Context: an optimization exercise on an open-source flow, tuned for a short achievable clock period and few clock cycles per item. The choices shown serve that exercise and are no tape-out recipe. In this exercise RTL edits were held to simulation tests only and were not proved equivalent to the original. No driver is modelled on the clock port, so clock power and skew are understated where the tree is cut down; a real chip needs a root buffer or a tree. No activity file was given, so power comes from the tool's default toggle rates.

==> exp/lagoon: inputs <==
// mem_issue_sched
module mem_issue_sched #(
  parameter int NLD = 4,
  parameter int NST = 4
) (
  input  logic        clock,
  input  logic        resetn,
  input  logic        alloc_valid,
  input  logic        alloc_store,
  input  logic [31:0] alloc_address,
  input  logic [31:0] alloc_data,
  input  logic [4:0]  alloc_dst,
  output logic        rs_lok,
  output logic        rs_sok,
  output logic        rs_free,
  output logic        mem_req,
  output logic        mem_we,
  output logic [31:0] mem_addr,
  output logic [31:0] mem_wdata,
  input  logic        mem_ack,
  input  logic [31:0] mem_rdata,
  output logic [63:0] out_databus,
  output logic        write_databus,
  output logic [4:0]  out_dst,
  output logic [31:0] out_dst_data,
  output logic        write_dst
);
Settings: LEC_CHECK=0, ABC_CLOCK_PERIOD_IN_PS=1500, CAP_MARGIN=20, CORE_MARGIN=2, CORE_UTILIZATION=35, SETUP_SLACK_MARGIN=5, SLEW_MARGIN=20; clock period 6.5 ns.
standard.sh (not shown) runs the stock make flow with config.mk's settings and CLKGATE_MAP_FILE= SYNTH_SCRIPT=/design/flow/synth_recipe.tcl, a recipe that flattens the netlist after the stock synthesis.
==> flow/flow/run.sh <==
#!/bin/bash
# Standard ORFS layout, except that the clock tree is built by flow/pre_cts.tcl (a shallow,
# balanced two-level tree) instead of TritonCTS. make's output goes to standard.log; each ORFS
# step keeps its own log under orfs/logs.
set -euo pipefail
here=$(pwd)
bash standard.sh PRE_CTS_TCL="$here/flow/pre_cts.tcl" finish > "$here/standard.log" 2>&1
==> flow/flow/pre_cts.tcl <==
# Runs before ORFS's CTS step: moves each output port's flip-flop half way towards its pin with
# the port's buffer next to it; builds a two-level clock tree by hand (clock port -> 4 root
# inverters -> leaf inverters of at most 26 flip-flops each; two inversions, so the flip-flops
# see the clock's own polarity); and turns ORFS's calls to repair_clock_inverters and
# clock_tree_synthesis into no-ops (the first would clone the leaf inverters per flip-flop), so
# the rest of the step (legalisation, timing repair) runs as usual.
source [file join [file dirname [info script]] mktree.tcl]
source [file join [file dirname [info script]] mvbuf.tcl]
ob_move 0.5
ct_build 26 4 sky130_fd_sc_hd__inv_12 sky130_fd_sc_hd__inv_16
proc repair_clock_inverters {args} { puts "repair_clock_inverters skipped: manual clock tree built" }
proc clock_tree_synthesis {args} { puts "clock_tree_synthesis skipped: manual clock tree built" }
Other scripts of this flow, unchanged in this note and not shown: flow/flow/mktree.tcl, flow/flow/mvbuf.tcl
==> inputs of exp/ember, as changes to exp/lagoon <==
--- a/flow/design.v
+++ b/flow/design.v
@@ -25,23 +25,22 @@
   output logic        write_dst
 );
   localparam int NQ = NLD + NST + 1;   
   localparam int NU = NLD + NST;
   logic        q_st   [NQ];
   logic [31:0] q_addr [NQ];
   logic [31:0] q_data [NQ];
   logic [4:0]  q_dst  [NQ];
-  logic [NQ-1:0]  rp_l;                
+  logic [NQ-1:0]  rp_q;                
   logic [NQ-1:0]  wp_l;                
   logic [NU-1:0]  u_l;                 
   logic [NLD-1:0] ld_l;                
   logic [NST-1:0] st_l;                
   logic           acc_q, acc_ld_q, acc_st_q, xfern_q, clp_q, csp_q;
-  logic [NQ-1:0]  rp;
   logic [NQ-1:0]  wp;
   logic [NU-1:0]  u;
   logic [NLD-1:0] ld;
   logic [NST-1:0] st;
   logic           lokn_q, sokn_q;      
   logic           hvn_q, ge2_q;        
   logic           cln_q, cs_q;         
   logic        mem_req_q, mem_we_q;
@@ -50,20 +49,17 @@
   logic        cmp_st_q, cmp_ld_q;
   logic [31:0] cmp_addr_q, out_dst_data_q;
   logic [4:0]  out_dst_q;
   logic        rs_lok_q, rs_sok_q, rs_free_q;
   logic acc, acc_ld, acc_st, xfer, comp;
   logic ld_full, st_full, free_if_idle;
   logic        cu_st, nx_st;
   logic [31:0] cu_addr, cu_data, nx_addr, nx_data;
-  logic [4:0]  cu_dst;
-  logic        m0_st, m1_st, m2_st;
-  logic [31:0] m0_addr, m0_data, m1_addr, m1_data, m2_addr, m2_data;
-  logic [4:0]  m0_dst, m1_dst;
+  logic [4:0]  cu_dst, nx_dst;
   logic        tk_st, ht_st;
   logic [31:0] tk_addr, tk_data, ht_addr, ht_data;
   always_comb begin
     wp = acc_q ? {wp_l[NQ-2:0], wp_l[NQ-1]} : wp_l;
     for (int k = 0; k < NU; k++)
       u[k] = (acc_q && xfern_q) ? ((k == 0) ? 1'b1 : u_l[k-1])
            : (!xfern_q && !acc_q) ? ((k == NU - 1) ? 1'b0 : u_l[k+1])
            : u_l[k];
@@ -78,54 +74,38 @@
     acc_ld = alloc_valid & ~alloc_store & ~lokn_q;
     acc_st = alloc_valid & alloc_store & ~sokn_q;
     acc    = alloc_valid & (alloc_store ? ~sokn_q : ~lokn_q);
     xfer   = ~hvn_q & mem_ack;
     comp   = ~cln_q | cs_q;
     ld_full = (ld[NLD-1] | (ld[NLD-2] & acc_ld)) & cln_q;
     st_full = (st[NST-1] | (st[NST-2] & acc_st)) & ~cs_q;
     free_if_idle = (~ld[0] & ~st[0]) | (comp & ~ld[1] & ~st[1] & (ld[0] ^ st[0]));
-    rp = xfern_q ? rp_l : {rp_l[NQ-2:0], rp_l[NQ-1]};
-    m0_st   = 1'b0;
-    m0_addr = '0;
-    m0_data = '0;
-    m0_dst  = '0;
-    m1_st   = 1'b0;
-    m1_addr = '0;
-    m1_data = '0;
-    m1_dst  = '0;
-    m2_st   = 1'b0;
-    m2_addr = '0;
-    m2_data = '0;
+    cu_st   = 1'b0;
+    cu_addr = '0;
+    cu_data = '0;
+    cu_dst  = '0;
+    nx_st   = 1'b0;
+    nx_addr = '0;
+    nx_data = '0;
+    nx_dst  = '0;
     for (int i = 0; i < NQ; i++) begin
-      if (rp_l[i]) begin
-        m0_st   = m0_st   | q_st[i];
-        m0_addr = m0_addr | q_addr[i];
-        m0_data = m0_data | q_data[i];
-        m0_dst  = m0_dst  | q_dst[i];
+      if (rp_q[i]) begin
+        cu_st   = cu_st   | q_st[i];
+        cu_addr = cu_addr | q_addr[i];
+        cu_data = cu_data | q_data[i];
+        cu_dst  = cu_dst  | q_dst[i];
       end
-      if (rp_l[(i + NQ - 1) % NQ]) begin
-        m1_st   = m1_st   | q_st[i];
-        m1_addr = m1_addr | q_addr[i];
-        m1_data = m1_data | q_data[i];
-        m1_dst  = m1_dst  | q_dst[i];
-      end
-      if (rp_l[(i + NQ - 2) % NQ]) begin
-        m2_st   = m2_st   | q_st[i];
-        m2_addr = m2_addr | q_addr[i];
-        m2_data = m2_data | q_data[i];
+      if (rp_q[(i + NQ - 1) % NQ]) begin
+        nx_st   = nx_st   | q_st[i];
+        nx_addr = nx_addr | q_addr[i];
+        nx_data = nx_data | q_data[i];
+        nx_dst  = nx_dst  | q_dst[i];
       end
     end
-    cu_st   = xfern_q ? m0_st   : m1_st;
-    cu_addr = xfern_q ? m0_addr : m1_addr;
-    cu_data = xfern_q ? m0_data : m1_data;
-    cu_dst  = xfern_q ? m0_dst  : m1_dst;
-    nx_st   = xfern_q ? m1_st   : m2_st;
-    nx_addr = xfern_q ? m1_addr : m2_addr;
-    nx_data = xfern_q ? m1_data : m2_data;
     tk_st   = ge2_q ? nx_st   : alloc_store;
     tk_addr = ge2_q ? nx_addr : alloc_address;
     tk_data = ge2_q ? nx_data : alloc_data;
     ht_st   = ~hvn_q ? cu_st   : alloc_store;
     ht_addr = ~hvn_q ? cu_addr : alloc_address;
     ht_data = ~hvn_q ? cu_data : alloc_data;
   end
   always_ff @(posedge clock) begin
@@ -145,17 +125,17 @@
     cmp_ld_q       <= ~cu_st;
     cmp_addr_q     <= cu_addr;
     out_dst_q      <= cu_dst;
     out_dst_data_q <= mem_rdata;
   end
   always_ff @(posedge clock) begin
     if (!resetn) begin
       wp_l            <= NQ'(1);
-      rp_l            <= NQ'(1);
+      rp_q            <= NQ'(1);
       u_l             <= '0;
       ld_l            <= '0;
       st_l            <= '0;
       acc_q           <= 1'b0;
       acc_ld_q        <= 1'b0;
       acc_st_q        <= 1'b0;
       xfern_q         <= 1'b1;
       clp_q           <= 1'b0;
@@ -169,17 +149,17 @@
       mem_req_q       <= 1'b0;
       write_databus_q <= 1'b0;
       write_dst_q     <= 1'b0;
       rs_lok_q        <= 1'b1;
       rs_sok_q        <= 1'b1;
       rs_free_q       <= 1'b1;
     end else begin
       wp_l            <= wp;
-      rp_l            <= rp;
+      if (xfer) rp_q  <= {rp_q[NQ-2:0], rp_q[NQ-1]};
       u_l             <= u;
       ld_l            <= ld;
       st_l            <= st;
       acc_q           <= acc;
       acc_ld_q        <= acc_ld;
       acc_st_q        <= acc_st;
       xfern_q         <= ~xfer;
       clp_q           <= ~cln_q;
==> flow/flow/pre_cts.tcl (replaced) <==
# Runs before ORFS's CTS step: moves each output port's flip-flop half way towards its pin with
# the port's buffer next to it; builds a two-level clock tree by hand (clock port -> 4 root
# inverters -> leaf inverters of at most 24 flip-flops each; two inversions, so the flip-flops
# see the clock's own polarity); and turns ORFS's calls to repair_clock_inverters and
# clock_tree_synthesis into no-ops (the first would clone the leaf inverters per flip-flop), so
# the rest of the step (legalisation, timing repair) runs as usual.
source [file join [file dirname [info script]] mktree.tcl]
source [file join [file dirname [info script]] mvbuf.tcl]
ob_move 0.5
ct_build 24 4 sky130_fd_sc_hd__inv_16 sky130_fd_sc_hd__inv_16
proc repair_clock_inverters {args} { puts "repair_clock_inverters skipped: manual clock tree built" }
proc clock_tree_synthesis {args} { puts "clock_tree_synthesis skipped: manual clock tree built" }
==> flow/config.mk (replaced) <==
export PLATFORM = sky130hd
export DESIGN_NAME = mem_issue_sched
export DESIGN_NICKNAME = mem_issue_sched
export VERILOG_FILES = /design/flow/design.v
export SDC_FILE = /design/flow/constraint.sdc
export NUM_CORES = 4
export LEC_CHECK = 0
export ABC_CLOCK_PERIOD_IN_PS = 1500
export CAP_MARGIN = 20
export CORE_MARGIN = 2
export CORE_UTILIZATION = 40
export SETUP_SLACK_MARGIN = 5
export SLEW_MARGIN = 20
==> inputs of exp/juniper, as changes to exp/lagoon <==
--- a/flow/design.v
+++ b/flow/design.v
@@ -19,29 +19,27 @@
   input  logic        mem_ack,
   input  logic [31:0] mem_rdata,
   output logic [63:0] out_databus,
   output logic        write_databus,
   output logic [4:0]  out_dst,
   output logic [31:0] out_dst_data,
   output logic        write_dst
 );
-  localparam int NQ = NLD + NST + 1;   
+  localparam int NQ = NLD + NST;       
   localparam int NU = NLD + NST;
   logic        q_st   [NQ];
   logic [31:0] q_addr [NQ];
-  logic [31:0] q_data [NQ];
-  logic [4:0]  q_dst  [NQ];
-  logic [NQ-1:0]  rp_l;                
+  logic [31:0] q_data [NQ];            
+  logic [NQ-1:0]  rp_q;                
   logic [NQ-1:0]  wp_l;                
   logic [NU-1:0]  u_l;                 
   logic [NLD-1:0] ld_l;                
   logic [NST-1:0] st_l;                
   logic           acc_q, acc_ld_q, acc_st_q, xfern_q, clp_q, csp_q;
-  logic [NQ-1:0]  rp;
   logic [NQ-1:0]  wp;
   logic [NU-1:0]  u;
   logic [NLD-1:0] ld;
   logic [NST-1:0] st;
   logic           lokn_q, sokn_q;      
   logic           hvn_q, ge2_q;        
   logic           cln_q, cs_q;         
   logic        mem_req_q, mem_we_q;
@@ -51,19 +49,16 @@
   logic [31:0] cmp_addr_q, out_dst_data_q;
   logic [4:0]  out_dst_q;
   logic        rs_lok_q, rs_sok_q, rs_free_q;
   logic acc, acc_ld, acc_st, xfer, comp;
   logic ld_full, st_full, free_if_idle;
   logic        cu_st, nx_st;
   logic [31:0] cu_addr, cu_data, nx_addr, nx_data;
   logic [4:0]  cu_dst;
-  logic        m0_st, m1_st, m2_st;
-  logic [31:0] m0_addr, m0_data, m1_addr, m1_data, m2_addr, m2_data;
-  logic [4:0]  m0_dst, m1_dst;
   logic        tk_st, ht_st;
   logic [31:0] tk_addr, tk_data, ht_addr, ht_data;
   always_comb begin
     wp = acc_q ? {wp_l[NQ-2:0], wp_l[NQ-1]} : wp_l;
     for (int k = 0; k < NU; k++)
       u[k] = (acc_q && xfern_q) ? ((k == 0) ? 1'b1 : u_l[k-1])
            : (!xfern_q && !acc_q) ? ((k == NU - 1) ? 1'b0 : u_l[k+1])
            : u_l[k];
@@ -78,84 +73,64 @@
     acc_ld = alloc_valid & ~alloc_store & ~lokn_q;
     acc_st = alloc_valid & alloc_store & ~sokn_q;
     acc    = alloc_valid & (alloc_store ? ~sokn_q : ~lokn_q);
     xfer   = ~hvn_q & mem_ack;
     comp   = ~cln_q | cs_q;
     ld_full = (ld[NLD-1] | (ld[NLD-2] & acc_ld)) & cln_q;
     st_full = (st[NST-1] | (st[NST-2] & acc_st)) & ~cs_q;
     free_if_idle = (~ld[0] & ~st[0]) | (comp & ~ld[1] & ~st[1] & (ld[0] ^ st[0]));
-    rp = xfern_q ? rp_l : {rp_l[NQ-2:0], rp_l[NQ-1]};
-    m0_st   = 1'b0;
-    m0_addr = '0;
-    m0_data = '0;
-    m0_dst  = '0;
-    m1_st   = 1'b0;
-    m1_addr = '0;
-    m1_data = '0;
-    m1_dst  = '0;
-    m2_st   = 1'b0;
-    m2_addr = '0;
-    m2_data = '0;
+    cu_st   = 1'b0;
+    cu_addr = '0;
+    cu_data = '0;
+    nx_st   = 1'b0;
+    nx_addr = '0;
+    nx_data = '0;
     for (int i = 0; i < NQ; i++) begin
-      if (rp_l[i]) begin
-        m0_st   = m0_st   | q_st[i];
-        m0_addr = m0_addr | q_addr[i];
-        m0_data = m0_data | q_data[i];
-        m0_dst  = m0_dst  | q_dst[i];
+      if (rp_q[i]) begin
+        cu_st   = cu_st   | q_st[i];
+        cu_addr = cu_addr | q_addr[i];
+        cu_data = cu_data | q_data[i];
       end
-      if (rp_l[(i + NQ - 1) % NQ]) begin
-        m1_st   = m1_st   | q_st[i];
-        m1_addr = m1_addr | q_addr[i];
-        m1_data = m1_data | q_data[i];
-        m1_dst  = m1_dst  | q_dst[i];
-      end
-      if (rp_l[(i + NQ - 2) % NQ]) begin
-        m2_st   = m2_st   | q_st[i];
-        m2_addr = m2_addr | q_addr[i];
-        m2_data = m2_data | q_data[i];
+      if (rp_q[(i + NQ - 1) % NQ]) begin
+        nx_st   = nx_st   | q_st[i];
+        nx_addr = nx_addr | q_addr[i];
+        nx_data = nx_data | q_data[i];
       end
     end
-    cu_st   = xfern_q ? m0_st   : m1_st;
-    cu_addr = xfern_q ? m0_addr : m1_addr;
-    cu_data = xfern_q ? m0_data : m1_data;
-    cu_dst  = xfern_q ? m0_dst  : m1_dst;
-    nx_st   = xfern_q ? m1_st   : m2_st;
-    nx_addr = xfern_q ? m1_addr : m2_addr;
-    nx_data = xfern_q ? m1_data : m2_data;
     tk_st   = ge2_q ? nx_st   : alloc_store;
     tk_addr = ge2_q ? nx_addr : alloc_address;
     tk_data = ge2_q ? nx_data : alloc_data;
     ht_st   = ~hvn_q ? cu_st   : alloc_store;
     ht_addr = ~hvn_q ? cu_addr : alloc_address;
     ht_data = ~hvn_q ? cu_data : alloc_data;
+    cu_dst  = cu_data[4:0];
   end
   always_ff @(posedge clock) begin
     for (int i = 0; i < NQ; i++)
-      if (wp[i]) begin
+      if (wp[i] & ~u[NU-1]) begin
         q_st[i]   <= alloc_store;
         q_addr[i] <= alloc_address;
-        q_data[i] <= alloc_data;
-        q_dst[i]  <= alloc_dst;
+        q_data[i] <= {alloc_data[31:5], alloc_store ? alloc_data[4:0] : alloc_dst};
       end
   end
   always_ff @(posedge clock) begin
     mem_we_q       <= mem_ack ? tk_st   : ht_st;
     mem_addr_q     <= mem_ack ? tk_addr : ht_addr;
     mem_wdata_q    <= mem_ack ? tk_data : ht_data;
     cmp_st_q       <= cu_st;
     cmp_ld_q       <= ~cu_st;
     cmp_addr_q     <= cu_addr;
     out_dst_q      <= cu_dst;
     out_dst_data_q <= mem_rdata;
   end
   always_ff @(posedge clock) begin
     if (!resetn) begin
       wp_l            <= NQ'(1);
-      rp_l            <= NQ'(1);
+      rp_q            <= NQ'(1);
       u_l             <= '0;
       ld_l            <= '0;
       st_l            <= '0;
       acc_q           <= 1'b0;
       acc_ld_q        <= 1'b0;
       acc_st_q        <= 1'b0;
       xfern_q         <= 1'b1;
       clp_q           <= 1'b0;
@@ -169,17 +144,17 @@
       mem_req_q       <= 1'b0;
       write_databus_q <= 1'b0;
       write_dst_q     <= 1'b0;
       rs_lok_q        <= 1'b1;
       rs_sok_q        <= 1'b1;
       rs_free_q       <= 1'b1;
     end else begin
       wp_l            <= wp;
-      rp_l            <= rp;
+      if (xfer) rp_q  <= {rp_q[NQ-2:0], rp_q[NQ-1]};
       u_l             <= u;
       ld_l            <= ld;
       st_l            <= st;
       acc_q           <= acc;
       acc_ld_q        <= acc_ld;
       acc_st_q        <= acc_st;
       xfern_q         <= ~xfer;
       clp_q           <= ~cln_q;
==> flow/flow/pre_cts.tcl (replaced) <==
# Runs before ORFS's CTS step: moves each output port's flip-flop half way towards its pin with
# the port's buffer next to it; builds a two-level clock tree by hand (clock port -> 4 root
# inverters -> leaf inverters of at most 22 flip-flops each; two inversions, so the flip-flops
# see the clock's own polarity); and turns ORFS's calls to repair_clock_inverters and
# clock_tree_synthesis into no-ops (the first would clone the leaf inverters per flip-flop), so
# the rest of the step (legalisation, timing repair) runs as usual.
source [file join [file dirname [info script]] mktree.tcl]
source [file join [file dirname [info script]] mvbuf.tcl]
ob_move 0.5
ct_build 22 4 sky130_fd_sc_hd__inv_12 sky130_fd_sc_hd__inv_16
proc repair_clock_inverters {args} { puts "repair_clock_inverters skipped: manual clock tree built" }
proc clock_tree_synthesis {args} { puts "clock_tree_synthesis skipped: manual clock tree built" }
==> flow/config.mk (replaced) <==
export PLATFORM = sky130hd
export DESIGN_NAME = mem_issue_sched
export DESIGN_NICKNAME = mem_issue_sched
export VERILOG_FILES = /design/flow/design.v
export SDC_FILE = /design/flow/constraint.sdc
export NUM_CORES = 4
export LEC_CHECK = 0
export ABC_CLOCK_PERIOD_IN_PS = 1500
export CAP_MARGIN = 20
export CORE_MARGIN = 2
export CORE_UTILIZATION = 40
export SETUP_SLACK_MARGIN = 5
export SLEW_MARGIN = 20
==> comparison table <==
quantity                                                     exp/lagoon     exp/juniper       exp/ember
Run status                                               finished clean  finished clean  finished clean
Top layer used by detailed routing                                 met4            met5            met4
Pin count of the biggest net entering global routing                 84              74              71
Final GP Congestion                                              0.8279          0.7634          0.7907
Total Routed Length                                            169.8 mm        120.8 mm        143.5 mm
Final Cell Area                                              50100 um^2      42210 um^2      47000 um^2
Skew final                                                   0.02287 ns      0.02605 ns      0.03176 ns
Buffer and inverter count on the worst path                           2               6               1
YS warnings                                                           5               4               5
Adder and majority gate portion of the synthesized area         0.1034%         0.1345%         0.1157%
Met1 Usage GRT                                                   37.47%          36.00%          37.46%
Mux contribution to synthesized area                             1.061%          2.497%         0.8681%
Max VDD drop                                                  0.2319 mV       0.2668 mV       0.3203 mV
Nets                                                               3326            2583            2973
Sequential share of the synthesized area                         62.45%          69.30%          69.94%
Post-CTS Repair Setup Buffers                                       234             141             142
First-pass detailed-route iteration total                            10              10               7
Detailed-route vias per instance                                  7.130           6.769           6.862
Antenna Cells                                                         2               0               3
Multi-input gates                                                  1675            1026            1377
NetSw                                                          2.942 mW        2.656 mW        3.090 mW
FF+latch count                                                      818             706             818
Testbench counts of exp/lagoon, summed over its fixed seeds: cycles 3,216, items 3,200.
Testbench counts of exp/ember, summed over its fixed seeds: cycles 3,216, items 3,200.
Testbench counts of exp/juniper, summed over its fixed seeds: cycles 3,216, items 3,200.
No run of this note takes its clock network from TritonCTS; it comes from the design's own scripts or RTL.

-- separate check: timing with driven ports --
How much do the figures lean on ideal ports? The routed layouts below were timed once more, with nothing changed but the port constraints.
Step 1, drivers: a clkbuf_16 drives clock and a buf_2 each remaining input, both assumed.
Step 2 moves the port delays by t, midway between the first and last clock arrival at a register: inputs arrive t later, outputs are due t later. That takes back most of the time a late clock gives input paths.
a / b / c = no drivers / after step 1 / after step 2; a / b = the first two.
run | t, ns | setup WS [ns] | hold WS [ns] | worst slew at a driven data input, ns
exp/lagoon | 0.493 | 4.028 / 3.960 / 3.467 | 0.483 / 0.484 / 0.484 | 0.37
exp/ember | 0.495 | 4.484 / 4.167 / 3.672 | 0.514 / 0.515 / 0.515 | 0.75
exp/juniper | 0.462 | 4.363 / 3.836 / 3.374 | 0.464 / 0.465 / 0.465 | 1.22
After both steps every run listed still meets setup and hold. The setup slack of exp/juniper, which loses most, moves by -0.527 ns with the drivers and by -0.989 ns with both steps.
